Context: an optimization exercise on an open-source flow, tuned for small area. The choices shown serve that exercise and are no tape-out recipe.
Only simulation tests tie the RTL to the original design; equivalence was not proved.
The flow treats the clock pin as an ideal source, which a real chip does not have.
No activity file was given, so power comes from the tool's default toggle rates.

===== run.sh =====
#!/bin/bash
# synth_recipe.tcl (not shown) runs the flow's synth.tcl, then flattens the netlist and writes it again
# the make line also repeats each setting of config.mk as NAME=value (left out here)
make -C /OpenROAD-flow-scripts/flow DESIGN_CONFIG=/design/flow/config.mk WORK_HOME=/design/flow/orfs CLKGATE_MAP_FILE= SYNTH_SCRIPT=/design/flow/synth_recipe.tcl finish

===== config.mk =====
export PLATFORM = sky130hd
export DESIGN_NAME = mem_loader_ram
export DESIGN_NICKNAME = mem_loader_ram
export VERILOG_FILES = /design/flow/design.v
export SDC_FILE = /design/flow/constraint.sdc
export NUM_CORES = 4
export LEC_CHECK = 0
export CAP_MARGIN = 20
export CORE_MARGIN = 2
export CORE_UTILIZATION = 40
export CTS_CLUSTER_DIAMETER = 150
export CTS_CLUSTER_SIZE = 22
export PLACE_DENSITY = 0.45
export SLEW_MARGIN = 20
export SYNTH_HIERARCHICAL = 1
export SYNTH_MINIMUM_KEEP_SIZE = 0

===== constraint.sdc =====
create_clock -name core_clock -period 7.0 [get_ports {clk_qzt}]
set_input_delay 1.4000 -clock core_clock [delete_from_list [all_inputs] [get_ports {clk_qzt}]]
set_output_delay 1.4000 -clock core_clock [all_outputs]
set_load 0.01 [all_outputs]

===== design.v =====
package mem_loader_ram_pkg;
   localparam int MEM_ADDR_W = 8;
   localparam int MEM_DATA_W = 8;
   typedef enum logic [1:0] {
      LD_IDLE = 2'd0,
      LD_LEN  = 2'd1,
      LD_DATA = 2'd2,
      LD_DONE = 2'd3
   } ld_state_t;
endpackage
module mlr_hold1 (
   input  logic q,
   input  logic x,
   input  logic y,
   input  logic z,
   output logic d
);
   assign d = (q | x) & (y | z);
endmodule
module mlr_aoi222 (
   input  logic [2:0] a,
   input  logic [2:0] s,
   output logic       y_n
);
   assign y_n = ~|(a & s);
endmodule
module mlr_nand4 (
   input  logic [3:0] a,
   output logic       y
);
   assign y = ~&a;
endmodule
module mlr_nand2 (
   input  logic [1:0] a,
   output logic       y
);
   assign y = ~&a;
endmodule
module mlr_nand3 (
   input  logic [2:0] a,
   output logic       y
);
   assign y = ~&a;
endmodule
module mlr_or3_and (
   input  logic [2:0] a,
   input  logic       en,
   output logic       y
);
   assign y = (|a) & en;
endmodule
module mlr_nor2 (
   input  logic [1:0] a,
   output logic       y
);
   assign y = ~|a;
endmodule
module mlr_rdbit (
   input  logic [255:0] q,
   input  logic [255:0] s,
   input  logic         reset_n,
   output logic         d
);
   logic [85:0] l1_n;
   logic [21:0] l2;
   logic [10:0] l3_n;
   logic [2:0]  l4;
   logic        l5_n;
   for (genvar g = 0; g < 85; g++) begin : g_l1
      mlr_aoi222 u (.a(q[3*g +: 3]), .s(s[3*g +: 3]), .y_n(l1_n[g]));
   end
   mlr_nand2 u_l1 (.a({q[255], s[255]}), .y(l1_n[85]));
   for (genvar g = 0; g < 21; g++) begin : g_l2
      mlr_nand4 u (.a(l1_n[4*g +: 4]), .y(l2[g]));
   end
   mlr_nand2 u_l2 (.a(l1_n[84 +: 2]), .y(l2[21]));
   for (genvar g = 0; g < 11; g++) begin : g_l3
      mlr_nor2 u (.a(l2[2*g +: 2]), .y(l3_n[g]));
   end
   mlr_nand4 u_l4a (.a(l3_n[0 +: 4]), .y(l4[0]));
   mlr_nand4 u_l4b (.a(l3_n[4 +: 4]), .y(l4[1]));
   mlr_nand3 u_l4c (.a(l3_n[8 +: 3]), .y(l4[2]));
   mlr_or3_and u_l5 (.a(l4), .en(reset_n), .y(d));
endmodule
module mem_loader_ram #(
   parameter int ADDR_W = mem_loader_ram_pkg::MEM_ADDR_W,
   parameter int DATA_W = mem_loader_ram_pkg::MEM_DATA_W
) (
   input  logic              clk_qzt,
   input  logic              reset,
   input  logic [ADDR_W-1:0] cpu_addr,
   input  logic [DATA_W-1:0] cpu_wdata,
   input  logic              cpu_we,
   output logic [DATA_W-1:0] cpu_rdata,
   input  logic              ld_valid,
   input  logic [DATA_W-1:0] ld_data,
   output logic              ld_ready,
   input  logic              run_req,
   output logic              cpu_hold,
   output logic              cpu_reset,
   output logic [ADDR_W-1:0] cpu_res_addr,
   output logic [1:0]        ld_state
);
   localparam int NW = 256;
   logic [1:0] state;
   logic [7:0] ptr;
   logic [7:0] base;
   logic [7:0] cnt;
   logic       hold;
   logic       ld_we;
   assign hold      = |state;
   assign ld_ready  = ~&state;
   assign ld_state  = state;
   assign cpu_hold  = hold;
   assign cpu_reset = hold;
   assign ld_we     = (state == mem_loader_ram_pkg::LD_DATA) & ld_valid;
   always_ff @(posedge clk_qzt) begin
      if (reset) begin
         state        <= mem_loader_ram_pkg::LD_IDLE;
         cpu_res_addr <= '0;
      end else begin
         case (state)
            mem_loader_ram_pkg::LD_IDLE: if (ld_valid) state <= mem_loader_ram_pkg::LD_LEN;
            mem_loader_ram_pkg::LD_LEN:  if (ld_valid) state <= mem_loader_ram_pkg::LD_DATA;
            mem_loader_ram_pkg::LD_DATA: if (ld_valid && cnt == 8'd1) begin
               cpu_res_addr <= base - 8'd1;
               state        <= mem_loader_ram_pkg::LD_DONE;
            end
            default: if (run_req) state <= mem_loader_ram_pkg::LD_IDLE;
         endcase
      end
   end
   always_ff @(posedge clk_qzt) begin
      if (state == mem_loader_ram_pkg::LD_IDLE) begin
         ptr  <= ld_data;
         base <= ld_data;
      end else if (ld_we) begin
         ptr  <= ptr + 8'd1;
      end
      if (state == mem_loader_ram_pkg::LD_LEN) begin
         cnt <= ld_data;
      end else if (ld_we) begin
         cnt <= cnt - 8'd1;
      end
   end
   logic       we;
   logic [7:0] waddr;
   logic [7:0] wdata;
   assign we    = !reset && (hold ? ld_we : cpu_we);
   assign waddr = hold ? ptr : cpu_addr;
   assign wdata = hold ? ld_data : cpu_wdata;
   logic [15:0] xa_n, xb_n;      
   logic [7:0]  ya, yb;          
   logic [3:0]  zg;              
   always_comb begin
      for (int i = 0; i < 16; i++) begin
         xa_n[i] = !(we && waddr[7:4] == 4'(i));
         xb_n[i] = !(waddr[3:0] == 4'(i));
      end
      for (int i = 0; i < 8; i++) begin
         ya[i] = we && waddr[7:5] == 3'(i);
         yb[i] = waddr[4:2] == 3'(i);
      end
      for (int i = 0; i < 4; i++) begin
         zg[i] = waddr[1:0] == 2'(i);
      end
   end
   logic [NW-1:0]   wx;
   logic [NW/4-1:0] wy;
   logic [31:0]     wz;
   for (genvar k = 0; k < NW; k++) begin : g_wx
      mlr_nor2 u_x (.a({xa_n[k/16], xb_n[k%16]}), .y(wx[k]));
   end
   for (genvar i = 0; i < NW/4; i++) begin : g_wy
      mlr_nand2 u_y (.a({ya[i/8], yb[i%8]}), .y(wy[i]));
   end
   for (genvar g = 0; g < 4; g++) begin : g_wzg
      for (genvar b = 0; b < DATA_W; b++) begin : g_wzb
         mlr_nand2 u_z (.a({zg[g], ~wdata[b]}), .y(wz[8*g + b]));
      end
   end
   logic [8*NW-1:0] mem_q;
   logic [8*NW-1:0] mem_d;
   for (genvar k = 0; k < NW; k++) begin : g_row
      for (genvar b = 0; b < DATA_W; b++) begin : g_bit
         mlr_hold1 u_hold (
            .q (mem_q[8*k + b]),
            .x (wx[k]),
            .y (wy[k/4]),
            .z (wz[8*(k%4) + b]),
            .d (mem_d[8*k + b])
         );
      end
   end
   always_ff @(posedge clk_qzt) begin
      mem_q <= mem_d;
   end
   logic [15:0] rlo_n, rhi_n;
   always_comb begin
      for (int i = 0; i < 16; i++) begin
         rlo_n[i] = (cpu_addr[3:0] != 4'(i));
         rhi_n[i] = (cpu_addr[7:4] != 4'(i));
      end
   end
   logic [NW-1:0] rsel;
   for (genvar k = 0; k < NW; k++) begin : g_rdec
      mlr_nor2 u_rs (.a({rlo_n[k%16], rhi_n[k/16]}), .y(rsel[k]));
   end
   logic [DATA_W-1:0] rdata_d;
   for (genvar b = 0; b < DATA_W; b++) begin : g_rbit
      logic [NW-1:0] col;
      for (genvar k = 0; k < NW; k++) begin : g_col
         assign col[k] = mem_q[8*k + b];
      end
      mlr_rdbit u_rd (
         .q       (col),
         .s       (rsel),
         .reset_n (~reset),
         .d       (rdata_d[b])
      );
   end
   always_ff @(posedge clk_qzt) begin
      cpu_rdata <= rdata_d;
   end
endmodule

==> qor.csv, run 1 <==
stage;metric;value;unit
sta;setup_tns;0;ns
clocking;cts_sinks;2090;
placement;port_buffers;49;
clocking;cts_tree;done;
layout;drive_gt1_share;6.288;%
yosys;yosysWarningCount;7;
worst_setup_path;path_class;in -> reg;
yosys;synth.avg_cell_area;12.04;µm²
worst_setup_path;crit_path_end_kind;flip-flop;
worst_setup_path;cpMostUsedCell;nand4_1;
grt;grt_max_degree;57;
layout;regArea;42080;µm²
drt;ant_nets;0;
pwr;p_leak;27.50;nW
floorplan;initial_core_util;40.14;%
floorplan;die_area;184200;µm²
grt;overflow;0;
floorplan;core_area;180200;µm²
clocking;cts_made_buffers;104;
layout;nets;6359;
worst_setup_path;crit_path_max_incr_delay;1.01;ns
clocking;clk_latency;0.81;ns
layout;syn2layout_area_growth;11.34;%
grt;grt_pass1_wl;484800;µm
layout;final_common_cell;dfxtp_1;
worst_setup_path;worst_ep_required_time;7.70;ns
run;max_cap_violations;0;
sta;hold_violations;0;
drt;drcViolationCount;0;
sta;fin_crit_sh;83.54;%
yosys;synthesis.area;72320;µm²
grt;grt_use_met2;56.28;%
clocking;cts_setup_buffers;0;
clocking;clk_pin_slew;0.09;ns
sta;tightest_slew;1.311;ns
drt;vias;64010;
sta;rsz0062_at_grt;false;
grt;grt_usage;36.81;%
sta;relSlewSlack;12.26;%
placement;routabilityCongestion;0.9236;
worst_setup_path;cp_cell_sequence;clkdlybuf4s50_1, nand4_1, buf_4, nor2_1, a222oi_1, nand4_1, nor2_1, nand4_1, o31a_1;
clocking;ctsResizeCount;0;
layout;finish.utilization;44.69;%
pwr;powerDensity;384.6;nW/µm²
sta;finalSetupViolCount;0;
worst_setup_path;arrival;6.55;ns
yosys;ys_ff_latch;2090;
sta;hold_ws;0.4789;ns
yosys;synthCells;6006;
grt;grt_pass1_vias;59900;
sta;fin_skew;0.03579;ns
floorplan;dieWidth;429.2;µm
layout;layout.cells.non_filler;8712;
worst_setup_path;crit_buf_inv;2;
floorplan;pin_count;50;
layout;multi_input_comb_area;30580;µm²
grt;grtUsageMet3;6.875;%
yosys;yosysUniqueCellTypes;44;
layout;final_cell_mix;2066 x dfxtp_1, 2048 x o22a_1, 680 x a222oi_1;
worst_setup_path;cp_slowest_cell;nor2_1;
sta;fmax;171.0;MHz
run_status;run_status;complete, no violations;
drt;wirelength;353100;µm
worst_setup_path;cp_max_fo;8;
pwr;ir_drop;374.7;µV
sta;slew_violations;0;
clocking;clock_path_buffers;3;
worst_setup_path;crit_path_start_kind;primary input;
clocking;cts_max_level;3;
grt;use_met1;48.86;%
sta;period_needed;5.848;ns
grt;grt_antenna_before_repair;22;
floorplan;chipHeight;429.2;µm
floorplan;num_rows;156;
drt;drtPass1Iterations;12;
clocking;root_buffer;clkbuf_16;
yosys;synth_nets;6043;
clocking;cts_hold_buf;0;
drt;drtIter0Drc;9987;
worst_setup_path;path_delay_family;simple AND/OR/NAND/NOR gates;
placement;dp_cells;8583;
drt;wire_per_inst;40.53;µm
layout;fillCellCount;17170;
yosys;yosysSeqAreaShare;58.19;%
placement;dp_hpwl;217700;µm
drt;vias_per_cell;7.347;
grt;top_usage_layer;met2;
hold_path;hold_path_class;reg -> reg;
-- cell type report --
type	count	share of cell area, %
sequential	2090	52.26
multi-input combinational	3886	37.97
tap	2370	3.683
clock buffer	113	3.406
timing repair buffer	228	2.558
inverter	12	0.05594
antenna	12	0.03729
clock inverter	1	0.02486
-- report_power, final --
group	internal [mW]	switching, mW
Sequential	14.8	1.67
Combinational	2.75	4.92
Clock	2.78	4.01
Total	20.4	10.6
-- cells in the mapped netlist (all sizes together) --
library cell  count  area share [%]
nor4              3           0.035
edfxtp           24             1.0
a22o              2           0.024
clkbuf           12           0.062
nand2b            2           0.017
o221a             1           0.016
dfxtp          2066              57
o31a              8           0.097
or3               1          0.0087
a21oi             6           0.047
and3              4           0.035
nor2b             8           0.069
and3b             1           0.012
and2              3           0.026
nor3              3           0.021
nand3            26            0.18
o21ai            17            0.12
a211oi            3           0.031
nand4           186             1.6
a31oi             1          0.0087
mux2              3           0.047
nor3b             3           0.031
ha                8            0.14
o31ai             3           0.031
a222oi          680             9.4
buf               6           0.042
or4               4           0.047
xor2              9            0.11
nor2            633             3.3
or4b              1           0.014
o22a           2048              25
o211ai            2           0.021
mux2i            17            0.24
inv              12           0.062
nand2           187            0.97
or2               1          0.0087
a21o              3           0.031
a22oi             2           0.021
xnor2             7           0.085
-- state kept, by name (all words and copies together) (netlist names) --
name          cells
cnt               8
state             2
ptr               8
mem_q          2048
cpu_res_addr      8
base              8
cpu_rdata         8
-- routing by layer --
| layer | vias up | wire [µm] | part of all wire (%) |
|---|---|---|---|
| met1 | 33280 | 144300 | 41 |
| met4 | 6 | 23010 | 6.5 |
| met5 | - | 47 | 0.013 |
| met3 | 853 | 30850 | 8.7 |
| li1 | 26320 | - | - |
| met2 | 3549 | 154900 | 44 |
-- per-stage QoR --
stage / setup slack, ns / instance area [µm²] / power, mW
2_1_floorplan: 3.274 / 72320 / 20.10
3_3_place_gp: 0.7797 / 77430 / 24.03
3_5_place_dp: 0.7390 / 77630 / 24.22
4_1_cts: 1.593 / 80390 / 30.83
5_1_grt: 1.458 / 80500 / 31.84
6_report: 1.152 / 80520 / 30.97
-- Yosys stat by module, one instance, submodules excluded, a selection --
module	area, µm²	times used	flip-flops and latches
mlr_nor2	3.754	600	0
mlr_hold1	8.758	2048	0
mlr_nand2	3.754	112	0
mlr_nand3	5.005	8	0
mem_loader_ram	43640	1	2090
mlr_nand4	6.256	184	0
-- final timing paths --
kind / cells past startpoint / slack (ns) / end / from
worst min-delay path: 1 / 0.48 / mem_q[735] / mem_q[735]
worst max-delay path: 9 / 1.15 / cpu_rdata[4] / cpu_addr[1]
worst min register to register: 1 / 0.48 / mem_q[735] / mem_q[735]
worst max register to register: 7 / 2.08 / mem_q[1965] / state[0]
-- logic make-up (layout without fill, tap and decap cells) --
logic type,count (synthesis),after routing,share of synthesized area [%]
and+or+nand+nor,1066,1066,6.369
muxes,20,20,0.2820
other,0,12,0
AOI/OAI and AO/OA,2776,2776,34.66
DFF,2090,2090,58.19
adders and majority gates,8,8,0.1384
xor gates and xnor gates,16,16,0.1938
buffers and inverters,30,354,0.1661
==> run 2: changes to the inputs <==
==> flow/run.sh (new file) <==
#!/bin/bash
# Layout flow: the standard ORFS flow, with two changes to how the layout
# is made (not to what is measured):
#  - placement-time repair may only use small buffers (flow/dontuse.tcl);
#  - CTS clusters up to 22 sinks per leaf buffer and adds no dummy loads.
# Synthesis is the standard one, unchanged.
set -euo pipefail
W=$(pwd)
bash standard.sh synth > "$W/run_synth.log" 2>&1
bash standard.sh \
  "PRE_GLOBAL_PLACE_TCL=$W/flow/dontuse.tcl" \
  "PRE_RESIZE_TCL=$W/flow/dontuse.tcl" \
  "PRE_CTS_TCL=$W/flow/dontuse.tcl" \
  "PRE_GLOBAL_ROUTE_TCL=$W/flow/dontuse.tcl" \
  "CTS_ARGS=-sink_clustering_enable -repair_clock_nets -dont_use_dummy_load -sink_clustering_size 22 -sink_clustering_max_diameter 150" \
  finish > "$W/run_finish.log" 2>&1
==> flow/dontuse.tcl (new file) <==
# Keep the resizer's repairs to small buffers: long high-fanout nets then get
# several modest buffers instead of a few very large ones.
set_dont_use {sky130_fd_sc_hd__buf_6 sky130_fd_sc_hd__buf_8 sky130_fd_sc_hd__buf_12 sky130_fd_sc_hd__buf_16 sky130_fd_sc_hd__bufbuf_8 sky130_fd_sc_hd__bufbuf_16}
==> standard.sh (new file) <==
#!/bin/bash
# synth_recipe.tcl (not shown) runs the flow's synth.tcl, then flattens the netlist and writes it again
# the make line also repeats each setting of config.mk as NAME=value (left out here)
make -C /OpenROAD-flow-scripts/flow DESIGN_CONFIG=/design/flow/config.mk WORK_HOME=/design/flow/orfs CLKGATE_MAP_FILE= SYNTH_SCRIPT=/design/flow/synth_recipe.tcl "${@:-finish}"
removed: run.sh
==> run 2 against run 1 <==
Worst hold slack better by 0.00093 ns. Area after synthesis unchanged. Fmax is 5.2% higher. Still clean. Largest power group unchanged.
==> qor.csv, run 2 <==
stage;metric;value;unit
layout;top_register;mem_q;
pwr;p_leak;26.88;nW
sta;fin_skew;0.05426;ns
yosys;synth_most_common_cell;dfxtp_1;
layout;regArea;42080;µm²
pwr;internal_power;20.11;mW
worst_setup_path;reg2reg_depth;8;
worst_setup_path;path_class;in -> reg;
worst_setup_path;worst-r2r-setup-slack;2.28;ns
drt;drtPass1Iterations;15;
drt;drcViolationCount;0;
clocking;ctsResizeCount;0;
worst_setup_path;cp_max_fo;12;
drt;wirelength;360400;µm
pwr;switching_share;34.72;%
placement;dp_hpwl;222900;µm
sta;fmax;179.8;MHz
yosys;yosys.area.top_type;dfxtp_1;
layout;final_cell_mix;2066 x dfxtp_1, 2048 x o22a_1, 680 x a222oi_1;
worst_setup_path;crit_path_start_kind;primary input;
worst_setup_path;crit_path_end_kind;flip-flop;
sta;fin_crit_sh;79.44;%
worst_setup_path;reg2reg_to;mem_q[1859];
run;max_cap_violations;0;
yosys;synth_edf_count;24;
yosys;ys_ff_latch;2090;
clocking;cts_tree;done;
worst_setup_path;reg2reg_from;state[1];
floorplan;dieWidth;429.2;µm
grt;grt_antenna_before_repair;23;
sta;period_needed;5.561;ns
clocking;cts_setup_buffers;0;
pwr;p_seq_share;53.5;%
worst_setup_path;worstSetupStartpoint;cpu_addr[1];
pwr;ir_drop;390.0;µV
drt;ant_nets;0;
layout;multi_input_comb_area;30610;µm²
worst_setup_path;worst_ep_required_time;7.66;ns
grt;overflow;0;
pwr;power_frac_comb;24.9;%
sta;hold_violations;0;
sta;rsz0062_at_grt;false;
yosys;synthArstFlopShare;0;%
worst_setup_path;arrival;6.22;ns
yosys;yosysUniqueCellTypes;44;
clocking;clk_latency;0.80;ns
placement;routabilityCongestion;0.8902;
layout;syn2layout_area_growth;9.829;%
layout;final_common_cell;dfxtp_1;
sta;tightest_slew;1.258;ns
yosys;synthTopCellsByCount;2066 x dfxtp_1, 2048 x o22a_1, 680 x a222oi_1;
clocking;cts_sinks;2090;
layout;nets;6351;
drt;wire_per_inst;41.46;µm
yosys;yosys.area.top_type_share;57.19;%
worst_setup_path;cpMostUsedCell;nor2_1;
yosys;synth_nets;6043;
floorplan;chipHeight;429.2;µm
floorplan;die_area;184200;µm²
sta;fin_ws;1.439;ns
layout;largest_reg_flops;2048;
placement;port_buffers;49;
worst_setup_path;cp_cell_sequence;buf_1, nor2_1, nand2_2, buf_2, nor2_1, a222oi_1, nand4_1, nor2_1, nand4_1, o31a_1;
pwr;powerDensity;387.8;nW/µm²
clocking;cts_hold_buf;0;
floorplan;core_area;180200;µm²
pwr;power_switching;10.69;mW
worst_setup_path;crit_path_max_incr_delay;0.93;ns
drt;vias;64270;
pwr;finalPower;30.80;mW
layout;fillCellCount;17210;
hold_path;worstHoldStart;mem_q[169];
clocking;clk_pin_slew;0.09;ns
grt;grt_pass1_wl;492900;µm
sta;setup_tns;0;ns
drt;vias_per_cell;7.393;
layout;drive_gt1_share;5.402;%
yosys;synth.avg_cell_area;12.04;µm²
grt;grt_max_degree;39;
grt;grt_pass1_vias;59980;
worst_setup_path;cp_slowest_cell;nand2_2;
pwr;clockPowerShare;21.6;%
sta;finalSetupViolCount;0;
floorplan;initial_core_util;40.14;%
yosys;yosysSeqAreaShare;58.19;%
placement;dp_slack;0.9075;ns
floorplan;num_rows;156;
yosys;synthCells;6006;
run_status;run_status;complete, no violations;
yosys;synthesis.area;72320;µm²
sta;relSlewSlack;15.85;%
grt;grt_usage;37.54;%
hold_path;hold_path_class;reg -> reg;
worst_setup_path;endpoint;cpu_rdata[3];
yosys;synthFlopType;dfxtp_1;
clocking;cts_made_buffers;104;
drt;drtIter0Drc;10200;
yosys;yosys-top-cells-area;dfxtp_1 57%, o22a_1 25%, a222oi_1 9.4%;
sta;slew_violations;0;
floorplan;pin_count;50;
yosys;yosysWarningCount;7;
==> run 2: cell counts after synthesis <==
Identical to the previous run, type by type.
==> run 2: cell families (layout without fill, tap and decap cells) <==
family	after synthesis	count (layout)	synth area share (%)
mux	20	20	0.2820
compound gates	2776	2776	34.66
other cells	0	11	0
xor+xnor	16	16	0.1938
fa+ha+maj	8	8	0.1384
flops	2090	2090	58.19
buf+inv	30	336	0.1661
simple gates	1066	1066	6.369
==> run 2: worst min path at each step <==
stage | to | slack, ns | depth (start not counted)
detailed placement | mem_q[603] | 0.46 | 1
CTS | mem_q[2044] | 0.48 | 1
global placement | mem_q[99] | 0.45 | 1
global route | mem_q[128] | 0.49 | 1
floorplan | mem_q[0] | 0.45 | 1
finish | mem_q[169] | 0.48 | 1
==> run 2: metal layers <==
layer | routed length (µm) | vias to the layer above | track usage, %
li1 | - | 26330 | -
met5 | 91 | - | 0
met1 | 147900 | 33750 | 50.06
met3 | 30520 | 742 | 6.360
met2 | 161300 | 3430 | 58.29
met4 | 20600 | 16 | 19.59
==> run 2: per-module statistics from Yosys (local to each module, per instance), excerpt <==
module,cells inside,area [µm²],times used,flops+latches
mem_loader_ram,2366,43640,1,2090
mlr_aoi222,1,10.01,680,0
mlr_hold1,1,8.758,2048,0
mlr_or3_and,1,8.758,8,0
mlr_nand4,1,6.256,184,0
mlr_nand3,1,5.005,8,0
mlr_nand2,1,3.754,112,0
mlr_nor2,1,3.754,600,0
==> run 2: power groups by stage <==
| stage | logic [mW] | registers (mW) | clock network, mW |
|---|---|---|---|
| after global routing | 7.73 | 16.8 | 7.14 |
| after floorplan | 3.89 | 16.2 | 0 |
| final | 7.68 | 16.5 | 6.64 |
| after detailed placement | 7.49 | 16.7 | 0 |
| after global placement | 7.36 | 16.7 | 0 |
| after CTS | 7.49 | 16.4 | 6.73 |
==> run 2: area by class of cell <==
| type | count | area share (%) |
|---|---|---|
| multi-input cells | 3886 | 38.54 |
| clock buffers | 104 | 3.277 |
| repair buffers | 220 | 1.380 |
| diodes | 11 | 0.03466 |
| well taps | 2370 | 3.734 |
| flip-flops and latches | 2090 | 52.98 |
| inverters | 12 | 0.05671 |
==> run 2: per-stage QoR <==
stage               hold slack (ns)  utilization [%]  instance area [µm²]  std cells
floorplan                    0.4475                -                72320       6006
global placement             0.4525            42.55                76660       8573
detailed placement           0.4605            42.59                76740       8577
CTS                          0.4825            44.04                79340       8681
global route                 0.4909            44.07                79400       8685
finish                       0.4799            44.09                79420       8693
==> run 2: worst max-delay path, delay by kind of cell <==
family | cells | cell delay [ns]
buffers and inverters | 2 | 0.83
and+or+nand+nor | 6 | 3.00
AOI/OAI and AO/OA | 2 | 0.94
==> run 3: changes to the inputs <==
==> flow/run.sh (replaced) <==
#!/bin/bash
# Layout flow: the standard ORFS flow, with two changes to how the layout
# is made (not to what is measured):
#  - placement-time repair may only use small buffers (flow/dontuse.tcl);
#  - CTS clusters up to 25 sinks per leaf buffer and adds no dummy loads.
# Synthesis is the standard one, unchanged.
set -euo pipefail
W=$(pwd)
bash standard.sh synth > "$W/run_synth.log" 2>&1
bash standard.sh \
  "PRE_GLOBAL_PLACE_TCL=$W/flow/dontuse.tcl" \
  "PRE_RESIZE_TCL=$W/flow/dontuse.tcl" \
  "PRE_CTS_TCL=$W/flow/dontuse.tcl" \
  "PRE_GLOBAL_ROUTE_TCL=$W/flow/dontuse.tcl" \
  "CTS_ARGS=-sink_clustering_enable -repair_clock_nets -dont_use_dummy_load -sink_clustering_size 25 -sink_clustering_max_diameter 250" \
  finish > "$W/run_finish.log" 2>&1
--- a/config.mk
+++ b/config.mk
@@ -8,8 +8,8 @@
 export CAP_MARGIN = 20
 export CORE_MARGIN = 2
 export CORE_UTILIZATION = 40
-export CTS_CLUSTER_DIAMETER = 150
-export CTS_CLUSTER_SIZE = 22
+export CTS_CLUSTER_DIAMETER = 250
+export CTS_CLUSTER_SIZE = 25
 export PLACE_DENSITY = 0.45
 export SLEW_MARGIN = 20
 export SYNTH_HIERARCHICAL = 1
==> run 3 against run 2 <==
Still clean. Sequential share of layout area is 0.18 points higher. Wire length is 0.11% lower. Final cell count hardly changed. Sequential cell count stayed put. Clock skew is 0.0010 ns higher. Area after synthesis stayed put. Worst hold slack worse by 0.0043 ns. Largest power group unchanged.
==> qor.csv, run 3 <==
stage;metric;value;unit
clocking;clk_latency;0.80;ns
drt;vias_per_cell;7.359;
clocking;cts_tree;done;
worst_setup_path;path_class;in -> reg;
sta;fin_ws;1.402;ns
clocking;cts_hold_buf;0;
pwr;power_frac_comb;25.2;%
sta;slew_violations;0;
floorplan;num_rows;156;
worst_setup_path;cp_max_fo;12;
pwr;clockPowerShare;20.7;%
grt;grt_pass1_vias;59770;
hold_path;hold_path_class;reg -> reg;
run;max_cap_violations;0;
grt;grt_pass1_wl;492000;µm
pwr;finalPower;30.46;mW
placement;dpl_cell_area;76740;µm²
grt;overflow;0;
worst_setup_path;crit_path_end_kind;flip-flop;
grt;grt_antenna_before_repair;21;
run_status;run_status;complete, no violations;
drt;ant_nets;0;
floorplan;core_area;180200;µm²
yosys;synthTopCellsByCount;2066 x dfxtp_1, 2048 x o22a_1, 680 x a222oi_1;
grt;grt_usage;37.49;%
drt;wire_per_inst;41.45;µm
yosys;yosysWarningCount;7;
placement;dp_hpwl;222900;µm
pwr;internal_power;19.85;mW
yosys;synthCells;6006;
layout;nets;6340;
floorplan;dieWidth;429.2;µm
yosys;yosys-top-cells-area;dfxtp_1 57%, o22a_1 25%, a222oi_1 9.4%;
layout;top_register;mem_q;
yosys;synthArstFlopShare;0;%
floorplan;die_area;184200;µm²
floorplan;chipHeight;429.2;µm
pwr;power_switching;10.61;mW
yosys;yosys.area.top_type;dfxtp_1;
worst_setup_path;worst_ep_required_time;7.67;ns
sta;fin_crit_sh;79.97;%
yosys;synthFlopType;dfxtp_1;
sta;fin_skew;0.05529;ns
floorplan;pin_count;50;
pwr;switching_share;34.84;%
drt;drtPass1Iterations;12;
pwr;powerDensity;384.8;nW/µm²
sta;relSlewSlack;14.20;%
clocking;clk_pin_slew;0.10;ns
placement;routabilityCongestion;0.8902;
sta;fmax;178.6;MHz
placement;dp_cells;8577;
floorplan;initial_core_util;40.14;%
yosys;synth_nets;6043;
yosys;synthesis.area;72320;µm²
clocking;cts_sinks;2090;
layout;final_area;79160;µm²
layout;final_cell_mix;2066 x dfxtp_1, 2048 x o22a_1, 680 x a222oi_1;
pwr;p_seq_share;54.1;%
sta;hold_violations;0;
drt;vias;63910;
worst_setup_path;crit_path_start_kind;primary input;
yosys;synth.avg_cell_area;12.04;µm²
placement;dp_slack;0.9075;ns
sta;period_needed;5.598;ns
placement;port_buffers;49;
clocking;ctsResizeCount;0;
yosys;synth_most_common_cell;dfxtp_1;
worst_setup_path;arrival;6.26;ns
layout;syn2layout_area_growth;9.462;%
yosys;yosysUniqueCellTypes;44;
yosys;ys_ff_latch;2090;
layout;layout.cells.non_filler;8685;
yosys;synth_edf_count;24;
clocking;cts_made_buffers;93;
sta;rsz0062_at_grt;false;
sta;setup_tns;0;ns
clocking;cts_setup_buffers;0;
drt;drcViolationCount;0;
sta;hold_ws;0.4755;ns
layout;largest_reg_flops;2048;
pwr;p_leak;26.75;nW
sta;finalSetupViolCount;0;
yosys;yosys.area.top_type_share;57.19;%
yosys;yosysSeqAreaShare;58.19;%
sta;tightest_slew;1.282;ns
drt;wirelength;360000;µm
drt;drtIter0Drc;9821;
layout;drive_gt1_share;5.237;%
grt;grt_max_degree;39;
pwr;ir_drop;390.9;µV
layout;final_common_cell;dfxtp_1;
layout;finish.utilization;43.94;%
==> run 3: cells by family (layout without fill, tap and decap cells) <==
logic type	count (synthesis)	in the layout	share of synthesized area, %
buffers and inverters	30	325	0.1661
XOR/XNOR	16	16	0.1938
other	0	14	0
flip-flops	2090	2090	58.19
AO/OA/AOI/OAI	2776	2776	34.66
AND/OR/NAND/NOR	1066	1066	6.369
adder cells (fa/ha/maj)	8	8	0.1384
multiplexers	20	20	0.2820
==> run 3: area by class of cell <==
type                       instances  area [µm²]
fill                           17230      101000
sequential                      2090       42080
clock buffer                      93        2327
tap                             2370        2965
timing repair buffer             220        1099
inverter                          12       45.04
antenna                           14       35.03
multi-input combinational       3886       30610
==> run 3: worst max-delay path, stage by stage <==
cell and delay, ns:
buf_1 0.39, nor2_1 0.24, nand2_2 0.96, buf_2 0.46
nor2_1 0.26, a222oi_1 0.50, nand4_1 0.30, nor2_1 0.72
nand4_1 0.56, o31a_1 0.45
==> run 3: power by group through the flow <==
stage | Combinational [mW] | Clock, mW | Sequential (mW)
after global placement | 7.36 | 0 | 16.7
after detailed placement | 7.49 | 0 | 16.7
final | 7.68 | 6.30 | 16.5
after floorplan | 3.89 | 0 | 16.2
after global routing | 7.73 | 6.79 | 16.8
after CTS | 7.49 | 6.40 | 16.4
==> run 3: metal layers <==
metal  track usage, %  vias up  share of wire (%)
li1                 -    26280                  -
met3            6.562      733                8.0
met2            58.00     3150                 44
met1            49.98    33730                 41
met4            19.74       16                6.0
met5                0        -              0.029
==> run 3: path summary, 6_finish.rpt <==
check              startpoint      endpoint  slack (ns)  depth (start not counted)
hold reg to reg   mem_q[1238]   mem_q[1238]        0.48                          1
setup reg to reg     state[1]   mem_q[1871]        2.25                          8
setup / recovery  cpu_addr[1]  cpu_rdata[3]        1.40                         10
hold / removal    mem_q[1238]   mem_q[1238]        0.48                          1
==> run 3: Yosys stat by module, one instance, submodules excluded, a selection <==
module / flops+latches / cells inside
mlr_nor2: 0 / 1
mlr_aoi222: 0 / 1
mem_loader_ram: 2090 / 2366
mlr_hold1: 0 / 1
mlr_nand4: 0 / 1
mlr_nand2: 0 / 1
mlr_or3_and: 0 / 1
mlr_nand3: 0 / 1
==> run 4: changes to the inputs <==
--- a/config.mk
+++ b/config.mk
@@ -10,7 +10,7 @@
 export CORE_UTILIZATION = 40
 export CTS_CLUSTER_DIAMETER = 250
 export CTS_CLUSTER_SIZE = 25
-export PLACE_DENSITY = 0.45
+export PLACE_DENSITY = 0.55
 export SLEW_MARGIN = 20
 export SYNTH_HIERARCHICAL = 1
 export SYNTH_MINIMUM_KEEP_SIZE = 0
==> run 4 against run 3 <==
Still clean on timing, DRC and antenna. Combinational power decreased by 4.0%. Clock skew grew 0.028 ns. Final area about the same. Critical endpoint unchanged. Largest power group unchanged.
==> qor.csv, run 4 <==
stage;metric;value;unit
worst_setup_path;cp_max_fo;16;
yosys;synth_most_common_cell;dfxtp_1;
sta;fmax;188.7;MHz
clocking;cts_tree;done;
floorplan;chipHeight;429.2;µm
sta;finalSetupViolCount;0;
drt;wirelength;328500;µm
layout;drive_gt1_share;4.789;%
placement;port_buffers;49;
floorplan;initial_core_util;40.14;%
layout;largest_reg_flops;2048;
yosys;synthesis.area;72320;µm²
pwr;powerDensity;380.2;nW/µm²
sta;fin_skew;0.08297;ns
yosys;synthArstFlopShare;0;%
yosys;yosysSeqAreaShare;58.19;%
sta;slew_violations;0;
drt;ant_nets;0;
sta;period_needed;5.299;ns
run_status;run_status;complete, no violations;
worst_setup_path;arrival;5.98;ns
yosys;synthFlopType;dfxtp_1;
yosys;yosys.area.top_type;dfxtp_1;
sta;rsz0062_at_grt;false;
sta;fin_crit_sh;75.69;%
placement;dp_hpwl;198500;µm
layout;nets;6324;
grt;grt_max_degree;42;
run;max_cap_violations;0;
worst_setup_path;path_class;in -> reg;
layout;top_register;mem_q;
pwr;power_switching;10.25;mW
yosys;yosysWarningCount;7;
clocking;cts_hold_buf;0;
yosys;synthTopCellsByCount;2066 x dfxtp_1, 2048 x o22a_1, 680 x a222oi_1;
yosys;ys_ff_latch;2090;
clocking;ctsResizeCount;0;
clocking;clk_pin_slew;0.10;ns
grt;grt_usage;34.02;%
worst_setup_path;worst_ep_required_time;7.68;ns
layout;finish.utilization;43.90;%
pwr;internal_power;19.81;mW
drt;drtPass1Iterations;14;
hold_path;hold_path_class;reg -> reg;
drt;vias_per_cell;7.416;
placement;routabilityCongestion;0.9177;
pwr;p_leak;26.71;nW
pwr;power_frac_comb;24.5;%
clocking;cts_sinks;2090;
clocking;cts_setup_buffers;0;
yosys;yosys-top-cells-area;dfxtp_1 57%, o22a_1 25%, a222oi_1 9.4%;
grt;overflow;0;
yosys;synth_nets;6043;
sta;hold_violations;0;
sta;setup_tns;0;ns
yosys;synth.avg_cell_area;12.04;µm²
sta;tightest_slew;1.369;ns
drt;vias;64290;
floorplan;num_rows;156;
yosys;yosys.area.top_type_share;57.19;%
clocking;clk_latency;0.79;ns
drt;drcViolationCount;0;
pwr;ir_drop;351.4;µV
layout;syn2layout_area_growth;9.359;%
pwr;p_seq_share;54.8;%
grt;grt_pass1_vias;59040;
floorplan;die_area;184200;µm²
yosys;synth_edf_count;24;
pwr;switching_share;34.09;%
floorplan;pin_count;50;
grt;grt_antenna_before_repair;23;
drt;drtIter0Drc;11620;
worst_setup_path;crit_path_end_kind;flip-flop;
sta;relSlewSlack;8.428;%
floorplan;dieWidth;429.2;µm
clocking;cts_made_buffers;93;
pwr;clockPowerShare;20.6;%
grt;grt_pass1_wl;456300;µm
layout;final_cell_mix;2066 x dfxtp_1, 2048 x o22a_1, 680 x a222oi_1;
floorplan;core_area;180200;µm²
layout;final_common_cell;dfxtp_1;
yosys;yosysUniqueCellTypes;44;
drt;wire_per_inst;37.90;µm
layout;fillCellCount;17000;
worst_setup_path;crit_path_start_kind;primary input;
yosys;synthCells;6006;
worst_setup_path;worst-r2r-setup-slack;1.96;ns
run 4: cell count changes in the layout (fill, tap and decap cells not counted), sizes merged:
cell	delta
buf	-18
clkbuf	+2
run 4: worst paths after layout:
kind,end,cells after the start,from
setup reg to reg,mem_q[1921],7,state[0]
setup / recovery,cpu_rdata[3],9,cpu_addr[3]
hold / removal,mem_q[1414],1,mem_q[1414]
hold reg to reg,mem_q[1414],1,mem_q[1414]
run 4: per-stage QoR:
step | worst slack (ns) | hold WS [ns] | cell area, µm² | std cells | power (mW)
final | 1.702 | 0.4745 | 79080 | 8669 | 30.06
after global routing | 1.873 | 0.4928 | 79050 | 8657 | 30.87
after CTS | 2.062 | 0.4779 | 78930 | 8649 | 29.82
after detailed placement | 1.230 | 0.4605 | 76600 | 8556 | 23.82
after global placement | 1.263 | 0.4528 | 76490 | 8551 | 23.57
after floorplan | 3.274 | 0.4475 | 72320 | 6006 | 20.10
run 4: metal layers:
layer / GRT usage (%) / vias to the layer above / routed length [µm]
li1: - / 26230 / -
met1: 46.77 / 32960 / 132800
met2: 50.10 / 4260 / 139300
met3: 6.809 / 832 / 36820
met4: 18.27 / 10 / 19590
met5: 0 / - / 71
run 4: logic make-up (layout without fill, tap and decap cells):
kind of cell,count (synthesis),after routing,share of synthesized area [%]
buffers and inverters,30,309,0.1661
muxes,20,20,0.2820
other,0,14,0
DFF,2090,2090,58.19
and+or+nand+nor,1066,1066,6.369
AOI/OAI and AO/OA,2776,2776,34.66
adders and majority gates,8,8,0.1384
xor gates and xnor gates,16,16,0.1938
run 4: cell type report:
cell class | instances | area (µm²) | area share, %
multi-input cells | 3886 | 30610 | 38.71
well taps | 2370 | 2965 | 3.750
inverters | 12 | 45.04 | 0.05696
flip-flops and latches | 2090 | 42080 | 53.21
clock buffers | 93 | 2327 | 2.943
diodes | 14 | 35.03 | 0.04430
repair buffers | 204 | 1016 | 1.285
run 4: critical path, cell delays in order:
cell	delay, ns
buf_1	0.40
nor2b_1	0.30
nand2_2	0.95
nor2_1	0.40
a222oi_1	0.60
nand4_1	0.26
nor2_1	0.68
nand4_1	0.50
o31a_1	0.44
run 4: power by group through the flow:
stage / clock [mW] / combinational, mW / sequential (mW)
after floorplan: 0 / 3.89 / 16.2
after global placement: 0 / 6.92 / 16.6
after detailed placement: 0 / 7.10 / 16.7
after CTS: 6.27 / 7.10 / 16.4
after global routing: 6.66 / 7.42 / 16.8
final: 6.20 / 7.37 / 16.5
run 4: modules after synthesis (local to each module, per instance), excerpt:
module,cells,times used,flops+latches
mlr_nand3,1,8,0
mlr_nor2,1,600,0
mlr_hold1,1,2048,0
mlr_aoi222,1,680,0
mlr_nand4,1,184,0
mem_loader_ram,2366,1,2090

==> static timing again, ports no longer ideal <==
How much do the figures lean on ideal ports? The routed layouts below were timed once more, with nothing changed but the port constraints.
Step 1 assumes that a clkbuf_16 drives the clock port and a buf_2 every other input.
Step 2, shift: input delay + t, output delay - t, t = (earliest + latest rising clock arrival at the registers) / 2. This alone moves slack from input paths to output paths.
Three values: no drivers, after step 1, after step 2; two values: the first two.
run	shift t [ns]	slack for setup (ns)	hold WS [ns]
run 1	0.884	1.152 / 1.227 / 0.343	0.479 / 0.479 / 0.479
run 2	0.858	1.439 / 1.497 / 0.639	0.480 / 0.480 / 0.480
run 3	0.869	1.402 / 1.458 / 0.590	0.476 / 0.476 / 0.476
run 4	0.834	1.701 / 1.756 / 0.922	0.474 / 0.474 / 0.474
After both steps setup and hold are still met in every run listed. For run 3, which loses most, drivers alone change the setup slack by +0.056 ns; drivers and shift together by -0.812 ns.
